Background: an optimization exercise with open tools, aiming at small area, a short achievable clock period and few clock cycles per item. Do not read the settings as production practice.
Only simulation tests tie the RTL to the original design; equivalence was not proved.

## flow/config.mk

```make
export PLATFORM = sky130hd
export DESIGN_NAME = elgamal32_sign_verify_unit
export DESIGN_NICKNAME = elgamal32_sign_verify_unit
export VERILOG_FILES = /design/flow/design.v
export SDC_FILE = /design/flow/constraint.sdc
export NUM_CORES = 4
export LEC_CHECK = 0
export CAP_MARGIN = 20
export CORE_MARGIN = 2
export CORE_UTILIZATION = 40
export SETUP_SLACK_MARGIN = 5
export SLEW_MARGIN = 20
```

## flow/run.sh

```bash
#!/bin/bash
# synth_recipe.tcl (not shown) runs the flow's synth.tcl, then flattens the netlist and writes it again
# the make line also repeats each setting of config.mk as NAME=value (left out here)
make -C /OpenROAD-flow-scripts/flow DESIGN_CONFIG=/design/flow/config.mk WORK_HOME=/design/flow/orfs CLKGATE_MAP_FILE= SYNTH_SCRIPT=/design/flow/synth_recipe.tcl finish
```

## flow/design.v

```verilog
`default_nettype none
package elg_pkg;
  localparam int WORD_BITS = 32;
  localparam logic CMD_SIGN   = 1'b0;
  localparam logic CMD_VERIFY = 1'b1;
  localparam logic [1:0] REG_MODULUS   = 2'd0;
  localparam logic [1:0] REG_GENERATOR = 2'd1;
  localparam logic [1:0] REG_SECRET    = 2'd2;
  localparam logic [1:0] REG_PUBLIC    = 2'd3;
endpackage
`default_nettype wire
`default_nettype none
module elg_mod_unit (
  input  wire logic        abit,
  input  wire logic [31:0] r,
  input  wire logic [31:0] b,
  input  wire logic [31:0] m,
  output logic      [31:0] r_next
);
  logic [34:0] x1;
  logic [34:0] y;
  logic [34:0] z1;
  logic [34:0] z2;
  logic [34:0] v;
  logic [34:0] s1;
  logic [34:0] c1;
  logic [34:0] s2;
  logic [34:0] c2;
  logic [34:0] d1;
  logic [34:0] d2;
  always_comb begin
    y  = abit ? {3'b000, b} : 35'd0;
    x1 = {2'b00, r, 1'b1};             
    z1 = {3'b111, ~m};                 
    z2 = {2'b11, ~m, 1'b1};            
    v  = {2'b00, r, 1'b0} + y;
    s1 = x1 ^ y ^ z1;
    c1 = (x1 & y) | (x1 & z1) | (y & z1);
    s2 = x1 ^ y ^ z2;
    c2 = (x1 & y) | (x1 & z2) | (y & z2);
    d1 = s1 + {c1[33:0], 1'b0};        
    d2 = s2 + {c2[33:0], 1'b0};        
    if (!d2[34]) begin
      r_next = d2[31:0];
    end else if (!d1[34]) begin
      r_next = d1[31:0];
    end else begin
      r_next = v[31:0];
    end
  end
endmodule
module elg_mont_step (
  input  wire logic [3:0]  d,        
  input  wire logic [2:0]  q,        
  input  wire logic [35:0] s,        
  input  wire logic [35:0] c,
  input  wire logic        cin,
  input  wire logic [33:0] b,        
  input  wire logic [35:0] b3,       
  input  wire logic [31:0] p,
  input  wire logic [33:0] p3,       
  output logic      [35:0] s_next,
  output logic      [35:0] c_next,
  output logic             cin_next
);
  logic [37:0] ss, cc, bb, bb3, mag, xr, yr;
  logic [37:0] s1, m1, c1, s2, m2, c2;
  logic        xneg;
  logic [3:0]  lo;
  always_comb begin
    ss  = {{2{s[35]}}, s};
    cc  = {{2{c[35]}}, c};
    bb  = {{4{b[33]}}, b};
    bb3 = {{2{b3[35]}}, b3};
    case (d)
      4'd1, 4'd2, 4'd13, 4'd14: mag = bb;
      4'd3, 4'd4, 4'd11, 4'd12: mag = {bb[36:0], 1'b0};
      4'd5, 4'd6, 4'd9, 4'd10:  mag = bb3;
      4'd7, 4'd8:               mag = {bb[35:0], 2'b00};
      default:                  mag = 38'd0;
    endcase
    xneg = d[3] & ~(d[2] & d[1] & d[0]);
    xr   = xneg ? ~mag : mag;
    case (q)
      3'd1:    yr = {6'd0, p};
      3'd2:    yr = {5'd0, p, 1'b0};
      3'd3:    yr = {4'd0, p3};
      3'd4:    yr = {4'd0, p, 2'b00};
      3'd5:    yr = ~{4'd0, p3[33:1], 1'b0};
      3'd6:    yr = ~{5'd0, p[31:1], 2'b01};
      3'd7:    yr = ~{6'd0, p[31:1], 1'b0};
      default: yr = 38'd0;
    endcase
    s1 = ss ^ cc ^ xr;
    m1 = (ss & cc) | (ss & xr) | (cc & xr);
    c1 = {m1[36:0], xneg};
    s2 = s1 ^ c1 ^ yr;
    m2 = (s1 & c1) | (s1 & yr) | (c1 & yr);
    c2 = {m2[36:0], cin};
    lo = {1'b0, s2[2:0]} + {1'b0, c2[2:0]};
    s_next   = {s2[37], s2[37:3]};
    c_next   = {c2[37], c2[37:3]};
    cin_next = lo[3];
  end
endmodule
module elg_mont_q (
  input  wire logic [3:0] d,
  input  wire logic [2:0] b,
  input  wire logic [2:0] s,        
  input  wire logic [2:0] c,
  input  wire logic       cin,
  input  wire logic [2:0] p,        
  output logic      [2:0] q
);
  logic [2:0] x;
  logic [2:0] b3;
  logic       xneg;
  logic [2:0] w;
  logic [2:0] wn;
  always_comb begin
    b3 = b + {b[1:0], 1'b0};
    case (d)
      4'd1, 4'd2, 4'd13, 4'd14: x = b;
      4'd3, 4'd4, 4'd11, 4'd12: x = {b[1:0], 1'b0};
      4'd5, 4'd6, 4'd9, 4'd10:  x = b3;
      4'd7, 4'd8:               x = {b[0], 2'b00};
      default:                  x = 3'd0;
    endcase
    xneg = d[3] & ~(d[2] & d[1] & d[0]);
    w  = s + c + {2'b00, cin} + (xneg ? ~x : x) + {2'b00, xneg};
    wn = 3'd0 - w;
    q  = (wn & {3{p[0]}}) + ({wn[1:0], 1'b0} & {3{p[1]}}) + ({wn[0], 2'b00} & {3{p[2]}});
  end
endmodule
`default_nettype wire
`default_nettype none
module elgamal32_sign_verify_unit (
  input  wire logic                          clk,
  input  wire logic                          rst,
  input  wire logic                          psel,
  input  wire logic                          penable,
  input  wire logic                          pwrite,
  input  wire logic [3:0]                    paddr,
  input  wire logic [31:0]                   pwdata,
  output logic [31:0]                        prdata,
  output logic                               pready,
  input  wire logic                          req_valid,
  output logic                               req_stall,
  input  wire logic [128:0]                  req_word,
  output logic                               rsp_valid,
  input  wire logic                          rsp_stall,
  output logic [65:0]                        rsp_word
);
  localparam int NS = 34;
  localparam int I_IDLE = 0;
  localparam int I_PREP = 1;
  localparam int I_ACC = 2;
  localparam int I_OUT = 3;
  localparam int I_EX_FETCH = 4;
  localparam int I_EX_DEC = 5;
  localparam int I_EX_SQ = 6;
  localparam int I_EX_MUL = 7;
  localparam int I_EX_END = 8;
  localparam int I_EX_CVT = 9;
  localparam int I_EX_FIX = 10;
  localparam int I_SG_GRED = 11;
  localparam int I_SG_A = 12;
  localparam int I_SG_KRED = 13;
  localparam int I_EU_CHK = 14;
  localparam int I_EU_ALN = 15;
  localparam int I_EU_SUB = 16;
  localparam int I_EU_SWP = 17;
  localparam int I_EU_NEG = 18;
  localparam int I_SG_HR0 = 19;
  localparam int I_SG_HRED = 20;
  localparam int I_SG_U = 21;
  localparam int I_SG_T1 = 22;
  localparam int I_SG_T2 = 23;
  localparam int I_SG_S0 = 24;
  localparam int I_SG_S = 25;
  localparam int I_SG_FIN = 26;
  localparam int I_VF_HRED = 27;
  localparam int I_VF_ARED = 28;
  localparam int I_VF_HA0 = 29;
  localparam int I_VF_HA = 30;
  localparam int I_VF_L = 31;
  localparam int I_VF_GRED = 32;
  localparam int I_VF_CMP = 33;
  localparam logic [5:0] ST_IDLE = 6'd0;
  localparam logic [5:0] ST_PREP = 6'd1;
  localparam logic [5:0] ST_ACC = 6'd2;
  localparam logic [5:0] ST_OUT = 6'd3;
  localparam logic [5:0] ST_EX_FETCH = 6'd4;
  localparam logic [5:0] ST_EX_DEC = 6'd5;
  localparam logic [5:0] ST_EX_SQ = 6'd6;
  localparam logic [5:0] ST_EX_MUL = 6'd7;
  localparam logic [5:0] ST_EX_END = 6'd8;
  localparam logic [5:0] ST_EX_CVT = 6'd9;
  localparam logic [5:0] ST_EX_FIX = 6'd10;
  localparam logic [5:0] ST_SG_GRED = 6'd11;
  localparam logic [5:0] ST_SG_A = 6'd12;
  localparam logic [5:0] ST_SG_KRED = 6'd13;
  localparam logic [5:0] ST_EU_CHK = 6'd14;
  localparam logic [5:0] ST_EU_ALN = 6'd15;
  localparam logic [5:0] ST_EU_SUB = 6'd16;
  localparam logic [5:0] ST_EU_SWP = 6'd17;
  localparam logic [5:0] ST_EU_NEG = 6'd18;
  localparam logic [5:0] ST_SG_HR0 = 6'd19;
  localparam logic [5:0] ST_SG_HRED = 6'd20;
  localparam logic [5:0] ST_SG_U = 6'd21;
  localparam logic [5:0] ST_SG_T1 = 6'd22;
  localparam logic [5:0] ST_SG_T2 = 6'd23;
  localparam logic [5:0] ST_SG_S0 = 6'd24;
  localparam logic [5:0] ST_SG_S = 6'd25;
  localparam logic [5:0] ST_SG_FIN = 6'd26;
  localparam logic [5:0] ST_VF_HRED = 6'd27;
  localparam logic [5:0] ST_VF_ARED = 6'd28;
  localparam logic [5:0] ST_VF_HA0 = 6'd29;
  localparam logic [5:0] ST_VF_HA = 6'd30;
  localparam logic [5:0] ST_VF_L = 6'd31;
  localparam logic [5:0] ST_VF_GRED = 6'd32;
  localparam logic [5:0] ST_VF_CMP = 6'd33;
  logic        req_cmd;
  logic [31:0] req_hash;
  logic [31:0] req_k;
  logic [31:0] req_ain;
  logic [31:0] req_bin;
  assign req_cmd  = req_word[128];
  assign req_hash = req_word[127:96];
  assign req_k    = req_word[95:64];
  assign req_ain  = req_word[63:32];
  assign req_bin  = req_word[31:0];
  logic [31:0] p, g, x, h;
  logic [31:0] prdata_q;
  logic        cfg_wr;
  logic        p_small;
  logic        mont;
  assign cfg_wr  = psel & penable & pwrite;
  assign p_small = (p[31:1] == 31'd0);
  assign mont    = p[0];
  assign pready  = 1'b1;
  assign prdata  = prdata_q;
  always_ff @(posedge clk) begin
    if (rst) begin
      p <= 32'd2;
      g <= 32'd1;
      x <= 32'd0;
      h <= 32'd1;
    end else if (cfg_wr) begin
      case (paddr[3:2])
        elg_pkg::REG_MODULUS:   p <= pwdata;
        elg_pkg::REG_GENERATOR: g <= pwdata;
        elg_pkg::REG_SECRET:    x <= pwdata;
        default:                h <= pwdata;
      endcase
    end
  end
  always_ff @(posedge clk) begin
    case (paddr[3:2])
      elg_pkg::REG_MODULUS:   prdata_q <= p;
      elg_pkg::REG_GENERATOR: prdata_q <= g;
      elg_pkg::REG_SECRET:    prdata_q <= x;
      default:                prdata_q <= h;
    endcase
  end
  logic [5:0]    sb, state_n;
  logic [NS-1:0] state;
  always_comb begin
    for (int i = 0; i < NS; i++) state[i] = (sb == i);
  end
  logic [35:0] R, R_n;       
  logic [35:0] C, C_n;       
  logic        cin, cin_n;
  logic [33:0] A, A_n;       
  logic [33:0] B, B_n;       
  logic [31:0] M, M_n;       
  logic [31:0] V1, V1_n;     
  logic [31:0] V2, V2_n;     
  logic [33:0] V3, V3_n;     
  logic        gbusy, gbusy_n;
  logic        mm, mm_n;     
  logic [3:0]  md, md_n;     
  logic [2:0]  mq, mq_n;     
  logic [35:0] B3, B3_n;     
  logic [33:0] P3, P3_n;     
  logic        glast_n;
  logic [6:0]  gcnt, gcnt_n;
  logic [4:0]  ei, ei_n;     
  logic        one, one_n;   
  logic        shamir, shamir_n;
  logic        isvf, isvf_n;
  logic [4:0]  j, j_n;       
  logic        neg, neg_n;   
  logic        tb, tb_n;     
  logic        se, se_n;
  logic        vf, vf_n;
  logic        stall_q, stall_n;
  logic        rv_q, rv_n;
  logic        eb1, eb2;     
  logic [31:0] r_next;
  logic [35:0] s_next, c_next;
  logic        cin_next;
  logic [35:0] t_sum;        
  logic [35:0] un;           
  logic        glast;
  logic        gl;           
  logic        gm;           
  logic        gmm;          
  logic [6:0]  gc;           
  elg_mod_unit u_mod (
    .abit   (A[31]),
    .r      (R[31:0]),
    .b      (B[31:0]),
    .m      (M),
    .r_next (r_next)
  );
  elg_mont_step u_mont (
    .d        (md),
    .q        (mq),
    .s        (R),
    .c        (C),
    .cin      (cin),
    .b        (B),
    .b3       (B3),
    .p        (p),
    .p3       (P3),
    .s_next   (s_next),
    .c_next   (c_next),
    .cin_next (cin_next)
  );
  logic [36:0] t_sum1;
  assign t_sum1 = {R, 1'b1} + {C, cin};
  assign t_sum  = t_sum1[36:1];
  logic [37:0] r38, c38, t3s1, t3m1, t3c1, t3s2, t3m2;
  logic [37:0] t3;
  always_comb begin
    r38  = {{2{R[35]}}, R};
    c38  = {{2{C[35]}}, C};
    t3s1 = r38 ^ c38 ^ {r38[36:0], cin};
    t3m1 = (r38 & c38) | (r38 & {r38[36:0], cin}) | (c38 & {r38[36:0], cin});
    t3c1 = {t3m1[36:0], cin};
    t3s2 = t3s1 ^ t3c1 ^ {c38[36:0], cin};
    t3m2 = (t3s1 & t3c1) | (t3s1 & {c38[36:0], cin}) | (t3c1 & {c38[36:0], cin});
    t3   = t3s2 + {t3m2[36:0], 1'b0};
  end
  assign un    = mm ? t_sum : {4'b0000, r_next};
  logic [2:0] q_first, q_next;
  logic [2:0] a_lo, b_lo;
  elg_mont_q u_qf (
    .d  ({a_lo, 1'b0}),
    .b  (b_lo),
    .s   (3'b000),
    .c   (3'b000),
    .cin (1'b0),
    .p   (p[2:0]),
    .q   (q_first)
  );
  elg_mont_q u_qn (
    .d  (A[5:2]),
    .b  (B[2:0]),
    .s   (s_next[2:0]),
    .c   (c_next[2:0]),
    .cin (cin_next),
    .p   (p[2:0]),
    .q   (q_next)
  );
  logic [31:0] f1, f2;
  always_comb begin
    if (!isvf)       f1 = req_k;
    else if (shamir) f1 = req_ain;
    else             f1 = req_hash;
    f2 = shamir ? req_bin : 32'd0;
  end
  always_ff @(posedge clk) begin
    eb1 <= f1[ei];
    eb2 <= f2[ei];
  end
  logic [33:0] base;
  always_comb begin
    if (eb2) base = eb1 ? V3 : {2'b00, V2};
    else     base = {2'b00, V1};
  end
  logic [31:0] sopd, aopd;
  logic [32:0] eu_sub;
  logic [31:0] eu_add;
  always_comb begin
    unique case (1'b1)
      state[I_EU_ALN]: sopd = {A[30:0], 1'b0};
      state[I_SG_T1]:  sopd = R[31:0];
      state[I_EU_NEG]: sopd = B[31:0];
      default:   sopd = A[31:0];
    endcase
    aopd   = (state[I_SG_T2] || state[I_EX_FIX]) ? M : B[31:0];
    eu_sub = {1'b0, V1} - {1'b0, sopd};
    eu_add = R[31:0] + aopd;
  end
  typedef enum logic [3:0] {R_HOLD, R_STEP, R_ZERO, R_BASE, R_ONE, R_B, R_ADD, R_SUB, R_P} rsel_t;
  typedef enum logic [3:0] {A_HOLD, A_STEP, A_SHR, A_EXT, A_R, A_UN, A_V1, A_V3, A_BASE} asel_t;
  typedef enum logic [2:0] {B_HOLD, B_SHL, B_SHR, B_ONE, B_R, B_UN, B_V2, B_BASE} bsel_t;
  typedef enum logic [2:0] {V1_HOLD, V1_UN, V1_M, V1_SUB, V1_A} v1sel_t;
  typedef enum logic [1:0] {V2_HOLD, V2_UN, V2_R, V2_ZERO} v2sel_t;
  typedef enum logic [2:0] {V3_HOLD, V3_UN, V3_R, V3_ZERO, V3_B, V3_SUB} v3sel_t;
  typedef enum logic [2:0] {E_G, E_H, E_X, E_K, E_HASH, E_AIN} esel_t;
  rsel_t  rs;
  asel_t  as;
  bsel_t  bs;
  v1sel_t v1s;
  v2sel_t v2s;
  v3sel_t v3s;
  esel_t  es;
  logic [31:0] ext;
  logic [6:0]  cvt_cnt;      
  assign cvt_cnt = mont ? 7'd67 : 7'd31;
  always_comb begin
    state_n  = sb;
    rs       = R_HOLD;
    as       = A_HOLD;
    bs       = B_HOLD;
    v1s      = V1_HOLD;
    v2s      = V2_HOLD;
    v3s      = V3_HOLD;
    es       = E_G;
    gm       = 1'b0;
    gmm      = 1'b0;
    gc       = 7'd31;
    gbusy_n  = gbusy;
    gcnt_n   = gcnt;
    ei_n     = ei;
    one_n    = one;
    shamir_n = shamir;
    isvf_n   = isvf;
    j_n      = j;
    neg_n    = neg;
    tb_n     = tb;
    se_n     = se;
    vf_n     = vf;
    stall_n  = 1'b1;
    rv_n     = rv_q;
    gl       = 1'b0;
    if (gbusy) begin
      rs     = R_STEP;
      as     = A_STEP;
      gcnt_n = gcnt - 7'd1;
      if (gcnt == 7'd0) gbusy_n = 1'b0;
    end
    unique case (1'b1)
      state[I_IDLE]: begin
        if (req_valid) begin
          isvf_n = req_cmd;
          if (p_small) begin
            v2s     = V2_ZERO;
            rs      = R_ZERO;
            se_n    = ~req_cmd;
            vf_n    = 1'b0;
            stall_n = 1'b0;
            state_n = ST_ACC;
          end else begin
            rs      = R_P;
            state_n = ST_PREP;
          end
        end
      end
      state[I_PREP]: begin
        if (!isvf) begin
          gl = 1'b1; as = A_EXT; es = E_G; bs = B_ONE; gc = cvt_cnt;
          state_n = ST_SG_GRED;
        end else begin
          gl = 1'b1; as = A_EXT; es = E_H; bs = B_ONE; gc = cvt_cnt;
          state_n = ST_VF_HRED;
        end
      end
      state[I_ACC]: begin
        if (req_valid) begin
          rv_n    = 1'b1;
          state_n = ST_OUT;
        end else begin
          state_n = ST_IDLE;
        end
      end
      state[I_OUT]: begin
        if (!rsp_stall) begin
          rv_n    = 1'b0;
          state_n = ST_IDLE;
        end
      end
      state[I_EX_FETCH]: state_n = ST_EX_DEC;
      state[I_EX_DEC]: begin
        if (one) begin
          if (eb1 | eb2) begin
            rs    = R_BASE;
            one_n = 1'b0;
          end
          if (ei == 5'd0) begin
            state_n = ST_EX_END;
          end else begin
            ei_n    = ei - 5'd1;
            state_n = ST_EX_FETCH;
          end
        end else begin
          gl = 1'b1; as = A_R; bs = B_R; gmm = mont; gc = mont ? 7'd12 : 7'd31;
          state_n = ST_EX_SQ;
        end
      end
      state[I_EX_SQ]: begin
        if (glast) begin
          if (eb1 | eb2) begin
            gl = 1'b1; as = A_BASE; bs = B_UN; gmm = mont; gc = mont ? 7'd12 : 7'd31;
            state_n = ST_EX_MUL;
          end else if (ei == 5'd0) begin
            state_n = ST_EX_END;
          end else begin
            gl = 1'b1; as = A_UN; bs = B_UN; gmm = mont; gc = mont ? 7'd12 : 7'd31;
            ei_n    = ei - 5'd1;
            state_n = ST_EX_SQ;
          end
        end
      end
      state[I_EX_MUL]: begin
        if (glast) begin
          if (ei == 5'd0) begin
            state_n = ST_EX_END;
          end else begin
            gl = 1'b1; as = A_UN; bs = B_UN; gmm = mont; gc = mont ? 7'd12 : 7'd31;
            ei_n    = ei - 5'd1;
            state_n = ST_EX_SQ;
          end
        end
      end
      state[I_EX_END]: begin
        if (one) begin
          rs = R_ONE;
          state_n = ST_EX_FIX;
        end else if (mont) begin
          gl = 1'b1; as = A_R; bs = B_ONE; gmm = 1'b1; gc = 7'd12;
          state_n = ST_EX_CVT;
        end else begin
          state_n = ST_EX_FIX;
        end
      end
      state[I_EX_CVT]: begin
        if (glast) state_n = ST_EX_FIX;
      end
      state[I_EX_FIX]: begin
        if (R[35]) rs = R_ADD;
        if (!isvf)       state_n = ST_SG_A;
        else if (shamir) state_n = ST_VF_L;
        else             state_n = ST_VF_CMP;
      end
      state[I_SG_GRED]: begin
        if (glast) begin
          v1s      = V1_UN;
          ei_n     = 5'd31;
          one_n    = 1'b1;
          shamir_n = 1'b0;
          state_n  = ST_EX_FETCH;
        end
      end
      state[I_SG_A]: begin
        v2s = V2_R;
        gl = 1'b1; as = A_EXT; es = E_K; bs = B_ONE; gm = 1'b1;
        state_n = ST_SG_KRED;
      end
      state[I_SG_KRED]: begin
        if (glast) begin
          v1s     = V1_M;
          as      = A_UN;
          rs      = R_ZERO;
          bs      = B_ONE;
          j_n     = 5'd0;
          neg_n   = 1'b0;
          state_n = ST_EU_CHK;
        end
      end
      state[I_EU_CHK]: begin
        if (A[31:0] == 32'd0) begin
          v3s     = V3_ZERO;
          state_n = ST_SG_HR0;
        end else if (A[31:0] == 32'd1) begin
          if (neg) begin
            v1s     = V1_M;
            state_n = ST_EU_NEG;
          end else begin
            v3s     = V3_B;
            state_n = ST_SG_HR0;
          end
        end else begin
          state_n = ST_EU_ALN;
        end
      end
      state[I_EU_ALN]: begin
        if (!A[31] && !eu_sub[32]) begin
          as  = A_STEP;
          bs  = B_SHL;
          j_n = j + 5'd1;
        end else begin
          state_n = ST_EU_SUB;
        end
      end
      state[I_EU_SUB]: begin
        if (!eu_sub[32]) begin
          v1s = V1_SUB;
          rs  = R_ADD;
        end
        if (j == 5'd0) begin
          state_n = ST_EU_SWP;
        end else begin
          as  = A_SHR;
          bs  = B_SHR;
          j_n = j - 5'd1;
        end
      end
      state[I_EU_SWP]: begin
        v1s     = V1_A;
        as      = A_V1;
        rs      = R_B;
        bs      = B_R;
        neg_n   = ~neg;
        state_n = ST_EU_CHK;
      end
      state[I_EU_NEG]: begin
        v3s     = V3_SUB;
        state_n = ST_SG_HR0;
      end
      state[I_SG_HR0]: begin
        gl = 1'b1; as = A_EXT; es = E_HASH; bs = B_ONE; gm = 1'b1;
        state_n = ST_SG_HRED;
      end
      state[I_SG_HRED]: begin
        if (glast) begin
          v1s = V1_UN;
          gl = 1'b1; as = A_EXT; es = E_X; bs = B_V2; gm = 1'b1;
          state_n = ST_SG_U;
        end
      end
      state[I_SG_U]: begin
        if (glast) state_n = ST_SG_T1;
      end
      state[I_SG_T1]: begin
        rs      = R_SUB;
        tb_n    = eu_sub[32];
        state_n = ST_SG_T2;
      end
      state[I_SG_T2]: begin
        if (tb) rs = R_ADD;
        state_n = ST_SG_S0;
      end
      state[I_SG_S0]: begin
        gl = 1'b1; as = A_V3; bs = B_R; gm = 1'b1;
        state_n = ST_SG_S;
      end
      state[I_SG_S]: begin
        if (glast) state_n = ST_SG_FIN;
      end
      state[I_SG_FIN]: begin
        se_n    = (R[31:0] == 32'd0);
        vf_n    = 1'b0;
        stall_n = 1'b0;
        state_n = ST_ACC;
      end
      state[I_VF_HRED]: begin
        if (glast) begin
          v1s = V1_UN;
          gl = 1'b1; as = A_EXT; es = E_AIN; bs = B_ONE; gc = cvt_cnt;
          state_n = ST_VF_ARED;
        end
      end
      state[I_VF_ARED]: begin
        if (glast) begin
          v2s = V2_UN;
          state_n = ST_VF_HA0;
        end
      end
      state[I_VF_HA0]: begin
        gl = 1'b1; as = A_V1; bs = B_R; gmm = mont; gc = mont ? 7'd12 : 7'd31;
        state_n = ST_VF_HA;
      end
      state[I_VF_HA]: begin
        if (glast) begin
          v3s      = V3_UN;
          ei_n     = 5'd31;
          one_n    = 1'b1;
          shamir_n = 1'b1;
          state_n  = ST_EX_FETCH;
        end
      end
      state[I_VF_L]: begin
        v3s = V3_R;
        gl = 1'b1; as = A_EXT; es = E_G; bs = B_ONE; gc = cvt_cnt;
        state_n = ST_VF_GRED;
      end
      state[I_VF_GRED]: begin
        if (glast) begin
          v1s      = V1_UN;
          ei_n     = 5'd31;
          one_n    = 1'b1;
          shamir_n = 1'b0;
          state_n  = ST_EX_FETCH;
        end
      end
      state[I_VF_CMP]: begin
        vf_n    = (R[33:0] == V3);
        se_n    = 1'b0;
        v2s     = V2_ZERO;
        rs      = R_ZERO;
        stall_n = 1'b0;
        state_n = ST_ACC;
      end
      default: state_n = ST_IDLE;
    endcase
    if (gl) begin
      rs      = R_ZERO;
      gbusy_n = 1'b1;
      gcnt_n  = gc;
    end
  end
  always_comb begin
    if (state[I_EX_SQ] || state[I_EX_MUL]) begin
      a_lo = (state[I_EX_SQ] && (eb1 | eb2)) ? base[2:0] : t_sum[2:0];
      b_lo = t_sum[2:0];
    end else if (state[I_VF_HA0]) begin
      a_lo = V1[2:0];
      b_lo = R[2:0];
    end else if (state[I_EX_END]) begin
      a_lo = R[2:0];
      b_lo = 3'd1;
    end else begin
      a_lo = R[2:0];
      b_lo = R[2:0];
    end
  end
  always_comb begin
    case (es)
      E_G:     ext = g;
      E_H:     ext = h;
      E_X:     ext = x;
      E_K:     ext = req_k;
      E_HASH:  ext = req_hash;
      default: ext = req_ain;
    endcase
  end
  always_comb begin
    case (rs)
      R_HOLD:  R_n = R;
      R_STEP:  R_n = mm ? (glast ? t_sum : s_next) : {4'b0000, r_next};
      R_ZERO:  R_n = 36'd0;
      R_BASE:  R_n = {{2{base[33]}}, base};
      R_ONE:   R_n = 36'd1;
      R_B:     R_n = {{2{B[33]}}, B};
      R_ADD:   R_n = {4'b0000, eu_add};
      R_P:     R_n = {4'b0000, p};
      default: R_n = {4'b0000, eu_sub[31:0]};
    endcase
    case (as)
      A_HOLD:  A_n = A;
      A_STEP:  A_n = mm ? {{3{A[33]}}, A[33:3]} : {A[32:0], 1'b0};
      A_SHR:   A_n = {3'b000, A[31:1]};
      A_EXT:   A_n = {2'b00, ext};
      A_R:     A_n = R[33:0];
      A_UN:    A_n = un[33:0];
      A_V1:    A_n = {2'b00, V1};
      A_BASE:  A_n = base;
      default: A_n = V3;
    endcase
    case (bs)
      B_HOLD:  B_n = B;
      B_SHL:   B_n = {2'b00, B[30:0], 1'b0};
      B_SHR:   B_n = {3'b000, B[31:1]};
      B_ONE:   B_n = 34'd1;
      B_R:     B_n = R[33:0];
      B_UN:    B_n = un[33:0];
      B_V2:    B_n = {2'b00, V2};
      default: B_n = base;
    endcase
    case (v1s)
      V1_UN:   V1_n = un[31:0];
      V1_M:    V1_n = M;
      V1_SUB:  V1_n = eu_sub[31:0];
      V1_A:    V1_n = A[31:0];
      default: V1_n = V1;
    endcase
    case (v2s)
      V2_UN:   V2_n = un[31:0];
      V2_R:    V2_n = R[31:0];
      V2_ZERO: V2_n = 32'd0;
      default: V2_n = V2;
    endcase
    case (v3s)
      V3_UN:   V3_n = un[33:0];
      V3_R:    V3_n = R[33:0];
      V3_ZERO: V3_n = 34'd0;
      V3_B:    V3_n = B;
      V3_SUB:  V3_n = {2'b00, eu_sub[31:0]};
      default: V3_n = V3;
    endcase
    M_n  = gl ? (gm ? (p - 32'd1) : p) : M;
    mm_n = gl ? gmm : mm;
    C_n   = (gl | state[I_IDLE] | (gbusy & mm & glast)) ? 36'd0 : ((gbusy & mm) ? c_next : C);
    cin_n = (gl | state[I_IDLE] | (gbusy & mm & glast)) ? 1'b0 : ((gbusy & mm) ? cin_next : cin);
    B3_n  = gl ? ((bs == B_ONE) ? 36'd3 : t3[35:0]) : B3;
    P3_n  = state[I_PREP] ? t3[33:0] : P3;
    md_n    = gl ? {a_lo, 1'b0} : ((gbusy & mm & ~glast) ? A[5:2] : md);
    mq_n    = gl ? q_first : ((gbusy & mm & ~glast) ? q_next : mq);
    glast_n = gbusy_n & (gcnt_n == 7'd0);
  end
  always_ff @(posedge clk) begin
    R      <= R_n;
    C      <= C_n;
    B3     <= B3_n;
    P3     <= P3_n;
    cin    <= cin_n;
    A      <= A_n;
    B      <= B_n;
    M      <= M_n;
    V1     <= V1_n;
    V2     <= V2_n;
    V3     <= V3_n;
    mm     <= mm_n;
    md     <= md_n;
    mq     <= mq_n;
    gcnt   <= gcnt_n;
    ei     <= ei_n;
    one    <= one_n;
    shamir <= shamir_n;
    isvf   <= isvf_n;
    j      <= j_n;
    neg    <= neg_n;
    tb     <= tb_n;
    se     <= se_n;
    vf     <= vf_n;
    if (rst) begin
      sb      <= ST_IDLE;
      gbusy   <= 1'b0;
      glast   <= 1'b0;
      stall_q <= 1'b1;
      rv_q    <= 1'b0;
    end else begin
      sb      <= state_n;
      gbusy   <= gbusy_n;
      glast   <= glast_n;
      stall_q <= stall_n;
      rv_q    <= rv_n;
    end
  end
  assign req_stall = stall_q;
  assign rsp_valid = rv_q;
  assign rsp_word  = {V2, R[31:0], se, vf};
endmodule
`default_nettype wire
```

## flow/constraint.sdc

```tcl
create_clock -name core_clock -period 10.0 [get_ports {clk}]
set_input_delay 2.0000 -clock core_clock [delete_from_list [all_inputs] [get_ports {clk}]]
set_output_delay 2.0000 -clock core_clock [all_outputs]
set_load 0.01 [all_outputs]
```

==> impl_metrics.csv <==
group,metric,value,unit
synth,synthSimpleGateAreaFrac,15.06,%
finish,area_delta_synth_final,23.94,%
synth,synthFlopType,"edfxtp_1",
drt,drt_iter0_markers,10190,
placement,dp.final_hpwl,209100,um
die,start_util,40.41,%
sta,fin_setup_tns,0,ps
synth,synthAdderAreaFrac,14.01,%
clocking,root_buffer,"clkbuf_16",
synth,synthTopCellsByArea,"edfxtp_1 19%, dfxtp_1 8.2%, fa_1 8.2%",
finish,fin_util,50.09,%
hold_path,hold_start,"p[29]",
clocking,h-tree-depth,3,
drt,ant_nets,0,
die,die_y,366.4,um
clocking,path_clk_slew,60,ps
die,core_area,0.1300,mm^2
setup_path,cp.required,10370,ps
outcome,failed_checks,"capacitance limit, slew limit",
global_routing,grt_max_degree,92,
sta,min_period,5779,ps
hold_path,worstHoldEndpoint,"p[29]",
die,num_rows,132,
setup_path,startpoint_type,"register",
synth,synth.distinct_cells,112,
synth,synth.most_common_cell,"nand2_1",
synth,synth_area,0.05253,mm^2
setup_path,arrival,6150,ps
synth,synth_mux_area_share,6.405,%
synth,synth_nets,6767,
synth,postSynth.asyncResetShare,0,%
setup_path,path_buf_inv,5,
setup_path,end_kind,"register",
clocking,cts_tree,"done",
drt,drc_errors,0,
setup_path,reg2reg_to,"mq[2]",
drt,routed-via-count,57200,
die,die_x,366.4,um
setup_path,cp_max_fo,5,
synth,synth_edf_count,328,
global_routing,antenna_found_initial,28,
sta,timing.fmax,173.0,MHz
synth,synth_top_family_by_area,"compound AO/OA/AOI/OAI gates",
synth,syn_inst,6135,
synth,syn_avg_cell_area,8.562,um^2
setup_path,crit_cells,26,
sta,finalSetupViolations,0,
drt,viasPerCell,6.908,
sta,grt_setup_unrepaired,"true",
synth,synthXorXnorAreaFrac,5.435,%
setup_path,timing.rr.start,"md[1]",
global_routing,grt_pass1_wl,402900,um
outcome,status,"finished with violations",
finish,layout-drive-gt1-share,16.51,%
setup_path,crit_family,"adder cells",
sta,drv_slew,7,
drt,first_pass_iters,15,
die,pin_count,273,
global_routing,grt_pass1_vias,53100,
placement,place_area,0.05714,mm^2
setup_path,slowest_delay,530,ps
clocking,clock_path_buffers,3,
sta,clock_skew,49.02,ps
synth,synth_compound_area_share,25.81,%
synth,yosys_register_bits,544,
drt,wire_per_inst,36.44,um
finish,post-route-cell-area,0.06511,mm^2
synth,yosysSeqAreaShare,26.98,%
synth,synth_top_area_share,18.75,%
placement,portBuffers,269,
hold_path,holdPathStages,2,
finish,nets,7103,
placement,routabilityCongestion,1.065,
synth,synth.top_cells.by_count,"892 x nand2_1, 574 x a21oi_1, 356 x clkbuf_1",
die,dieArea,0.1342,mm^2
clocking,numCtsBuffers,69,
synth,synth.largest_area_cell,"edfxtp_1",
setup_path,reg2reg_depth,26,
flow_run,max_cap_violations,1,
global_routing,grtUsageTotal,41.67,%
hold_path,hp-class,"reg2reg",
sta,relSlewSlack,-0.1182,%
sta,worst_pin_slew,1502,ps
setup_path,path_class,"reg2reg",
setup_path,crit_slowest_cell,"edfxtp_1",
sta,hold_viol,0,
drt,drt-total-wl,301700,um
synth,yosys_warnings,4,
setup_path,reg2reg_slack,4220,ps
sta,hold_ws,459.2,ps
global_routing,grt_remaining_overflow,0,
clocking,clock_latency,700,ps
sta,post-route-period-util,57.79,%
clocking,cts.sinks,544,
tightest hold or removal path, delay by kind of cell, from the launching register on:
family / cells / cell delay (ps)
simple gates: 1 / 50
flops: 1 / 310
compound gates: 1 / 50
logic make-up after synthesis:
| family | Yosys count |
|---|---|
| DFF | 544 |
| other | 1 |
| xor gates and xnor gates | 326 |
| adders and majority gates | 460 |
| AOI/OAI and AO/OA | 1974 |
| muxes | 259 |
| and+or+nand+nor | 1760 |
| buffers and inverters | 811 |
area by class of cell:
class	instances	area [um^2]
well taps	1742	2180
inverters	316	1210
clock inverters	28	302.8
diodes	14	35.03
repair inverters	1	6.256
repair buffers	754	8099
multi-input cells	4785	37160
flip-flops and latches	544	14190
fillers	12350	64870
clock buffers	96	1926
registers in the layout, summed over array words and instances, names as in the netlist, 5 cells and up:
register and count:
j 5, V2 32, R 36, P3 34, h 32, ei 5
x 32, V3 34, p 32, prdata_q 32, sb 6, A 34
V1 32, B 34, g 32, B3 36, M 32, C 35
gcnt 7
metal layers:
| layer | up-vias | GRT usage [%] | routed length [um] |
|---|---|---|---|
| met1 | 27670 | 50.66 | 105500 |
| li1 | 23420 | - | - |
| met4 | 26 | 29.15 | 28980 |
| met5 | - | 0.1425 | 220 |
| met3 | 1289 | 16.40 | 46430 |
| met2 | 4796 | 60.10 | 120600 |
stage by stage:
step	setup WS [ps]	cells
finish	4221	8280
global route	3959	8268
CTS	4251	8140
detailed placement	2699	7846
global placement	2729	7846
floorplan	4570	6135
cells in the final DEF, fill, tap and decap left out, drive strengths merged, types with 37 or more instances in the layout:
cell type      instances
o221ai                37
nor2b                 63
a21o                 158
nor2                 327
xor2                 110
nor4                  49
nand3                116
a221oi                46
o21ai                344
mux4                  56
dfxtp                216
edfxtp               328
fa                   214
buf                  463
a31oi                 63
o211ai                76
ha                   246
nor3                  87
mux2                  54
o22ai                 37
nand2b                57
clkdlybuf4s50        266
xnor2                216
nand2                897
clkbuf               111
a222oi               202
a211oi                63
a21oi                578
inv                  314
a22oi                 56
mux2i                149
repair_timing:
item / in CTS / in global routing
hold buffers: 0 / 0
setup buffers: 150 / 105
cloned: 20 / 21
endpoints found under the setup margin: 396 / 347
gates resized for setup: 303 / 296
pin swaps: 109 / 125
worst max path at each step:
stage	from	end	slack, ps
finish	md[1]	mq[2]	4220
CTS	md[1]	mq[2]	4250
floorplan	md[2]	mq[2]	4570
global placement	sb[0]	R[26]	2730
detailed placement	sb[0]	R[26]	2700
global route	md[1]	mq[2]	3960
Testbench counts, summed over its fixed seeds: cycles 366,759, items 320.

port drivers added, routing unchanged:
The results above use ideal ports. As a check the final layout listed here was re-extracted and re-timed, cells and wires unchanged.
Step 1: set_driving_cell puts a clkbuf_16 on clk and a buf_2 on each other input, an assumption about the parent block.
Step 2 also shifts input and output timing later by t, the mid clock arrival at the registers, as if the neighbouring blocks saw the same clock.
a / b / c = ideal ports / drivers / drivers and shift; a / b = the first two.
t, ns: 0.756
setup slack, ns: 4.221 / 4.221 / 4.012
hold slack, ns: 0.459 / 0.459 / 0.459
slew at the worst register clock pin (ns): 0.07 / 0.07
pins driven straight from the clock port: 1
The setup slack of this run moves by 0.000 ns with the drivers and by -0.209 ns with both steps.
